This is an optimization exercise on Yosys and OpenROAD, whose aim is small area, not a production implementation. The RTL was checked by simulation tests, not by an equivalence proof against the original design. No activity file was given, so power comes from the tool's default toggle rates.

== north ==
## rv_decode_top
module rv_decode_top (
	input  wire             clk,
	input  wire             rst,
	input  wire [223:0]     fetch_i,       
	input  wire             fetch_valid_i,
	output wire             in_credit_o,
	output wire [412:0]     uop_o,         
	output wire             uop_valid_o,
	input  wire             ex_credit_i
);
	logic [223:0] head_pkt;
	logic         head_avail;
	logic         issue_pop;
	logic [223:0] next_pkt;
	logic         head_load;
	logic         next_legal;
	logic         head_legal;
	decode_fifo #(
		.WIDTH   (224),
		.DEPTH   (4)
	) decode_fifo_i (
		.clk         (clk),
		.rst         (rst),
		.push_i      (fetch_valid_i),
		.data_i      (fetch_i),
		.pop_i       (issue_pop),
		.data_o      (head_pkt),
		.not_empty_o (head_avail),
		.next_o      (next_pkt),
		.load_o      (head_load)
	);
	inst_legal inst_legal_i (
		.inst_i  (next_pkt[223:192]),
		.legal_o (next_legal)
	);
	always_ff @(posedge clk) begin
		if (head_load)
			head_legal <= next_legal;
	end
	operand_issue operand_issue_i (
		.clk      (clk),
		.rst      (rst),
		.avail_i  (head_avail),
		.pop_o    (issue_pop),
		.credit_i (ex_credit_i)
	);
	inst_classifier inst_classifier_i (
		.pkt_i   (head_pkt),
		.legal_i (head_legal),
		.uop_o   (uop_o)
	);
	assign uop_valid_o = issue_pop;
	assign in_credit_o = issue_pop;
endmodule
==> flow/config.mk <==
export PLATFORM = sky130hd
export DESIGN_NAME = rv_decode_top
export DESIGN_NICKNAME = rv_decode_top
export VERILOG_FILES = /design/flow/design.v
export SDC_FILE = /design/flow/constraint.sdc
export NUM_CORES = 4
export LEC_CHECK = 0
export ABC_CLOCK_PERIOD_IN_PS = 2500
export CAP_MARGIN = 20
export CORE_MARGIN = 2
export CORE_UTILIZATION = 75
export SLEW_MARGIN = 20
==> flow/constraint.sdc <==
create_clock -name core_clock -period 4.0 [get_ports {clk}]
set_input_delay 0.8000 -clock core_clock [delete_from_list [all_inputs] [get_ports {clk}]]
set_output_delay 0.8000 -clock core_clock [all_outputs]
set_load 0.01 [all_outputs]
standard.sh (not shown) runs the stock make flow with config.mk's settings and CLKGATE_MAP_FILE= SYNTH_SCRIPT=/design/flow/synth_recipe.tcl, a recipe that flattens the netlist after the stock synthesis.
==> flow/flow/run.sh <==
#!/bin/bash
# Standard layout with small port buffers, one tie cell for all constant outputs and a
# clock tree without dummy loads.
set -euo pipefail
export BUFFER_PORTS_ARGS="-buffer_cell sky130_fd_sc_hd__buf_1"
export CTS_ARGS="-sink_clustering_enable -repair_clock_nets -dont_use_dummy_load -buf_list sky130_fd_sc_hd__clkbuf_16 -sink_clustering_size 27 -sink_clustering_max_diameter 80"
export SKIP_REPAIR_TIE_FANOUT=1
bash standard.sh > make_flow.log 2>&1
Setup changes, north to south
==> flow/flow/run.sh <==
#!/bin/bash
# Standard layout with small port buffers, one tie cell for all constant outputs and a
# clock tree without dummy loads.
set -euo pipefail
export BUFFER_PORTS_ARGS="-buffer_cell sky130_fd_sc_hd__buf_1"
export CTS_ARGS="-sink_clustering_enable -repair_clock_nets -dont_use_dummy_load -buf_list {sky130_fd_sc_hd__clkbuf_8 sky130_fd_sc_hd__clkbuf_16} -sink_clustering_size 18 -sink_clustering_max_diameter 60"
export SKIP_REPAIR_TIE_FANOUT=1
bash standard.sh > make_flow.log 2>&1
==> comparison <==
- [compare] base=north new=south: met1 global-route usage fell by 0.64 points; arrival time of data at the critical path endpoint went down by 20 ps; areal power density over the cells now larger.
- Total number of vias deteriorates in south relative to north.
- Diff north -> south | initial antenna violation count | down by more than 10%

========
rv_decode_top, a different RTL version from the one above (not shown whole).
Size in the first run: about 900 flip-flops.
==> flow/config.mk <==
export PLATFORM = sky130hd
export DESIGN_NAME = rv_decode_top
export DESIGN_NICKNAME = rv_decode_top
export VERILOG_FILES = /design/flow/design.v
export SDC_FILE = /design/flow/constraint.sdc
export NUM_CORES = 4
export LEC_CHECK = 0
export CAP_MARGIN = 20
export CORE_MARGIN = 2
export CORE_UTILIZATION = 65
export SLEW_MARGIN = 20
==> flow/constraint.sdc <==
create_clock -name core_clock -period 4.0 [get_ports {clk}]
set_input_delay 0.8000 -clock core_clock [delete_from_list [all_inputs] [get_ports {clk}]]
set_output_delay 0.8000 -clock core_clock [all_outputs]
set_load 0.01 [all_outputs]
==> flow/flow/run.sh <==
#!/bin/bash
# Standard layout with small port buffers, one tie cell for all constant outputs and a
# clock tree without dummy loads.
set -euo pipefail
export BUFFER_PORTS_ARGS="-buffer_cell sky130_fd_sc_hd__buf_1"
export CTS_ARGS="-sink_clustering_enable -repair_clock_nets -dont_use_dummy_load -buf_list sky130_fd_sc_hd__clkbuf_16"
export SKIP_REPAIR_TIE_FANOUT=1
bash standard.sh > make_flow.log 2>&1
Next try:
--- a/flow/flow/run.sh
+++ b/flow/flow/run.sh
@@ -6 +6 @@
-export CTS_ARGS="-sink_clustering_enable -repair_clock_nets -dont_use_dummy_load -buf_list sky130_fd_sc_hd__clkbuf_16"
+export CTS_ARGS="-sink_clustering_enable -repair_clock_nets -dont_use_dummy_load -buf_list sky130_fd_sc_hd__clkbuf_16 -sink_clustering_size 28 -sink_clustering_max_diameter 45"
Settings changed: ABC_CLOCK_PERIOD_IN_PS set to 2500, CORE_UTILIZATION 65 to 82, PLACE_DENSITY set to 0.86.
=> With this change the flow aborted during global routing (5_1_grt) on GRT-0232; area after synthesis stays the same; synthesized cell count is unchanged.

[separate check: timing with driven ports]
How much do the figures lean on ideal ports? The routed layouts below were timed once more, with nothing changed but the port constraints. Step 1 assumes that a clkbuf_16 drives the clock port and a buf_2 every other input. Step 2, shift: input delay + t, output delay - t, t = (earliest + latest rising clock arrival at the registers) / 2. This alone moves slack from input paths to output paths. Slacks: ideal / step 1 / step 2; pairs: ideal / step 1.
run | t (ns) | slack for setup (ns) | clock arrival spread, ns | worst register clock-pin slew, ns
north | 0.631 | 0.062 / 0.002 / 0.633 | 0.037 / 0.036 | 0.10 / 0.10
south | 0.664 | 0.079 / 0.017 / 0.681 | 0.048 / 0.048 | 0.09 / 0.09
the first run of note 2 | 0.647 | 0.082 / 0.022 / 0.669 | 0.070 / 0.070 | 0.06 / 0.06
After both steps every run listed still meets setup and hold.
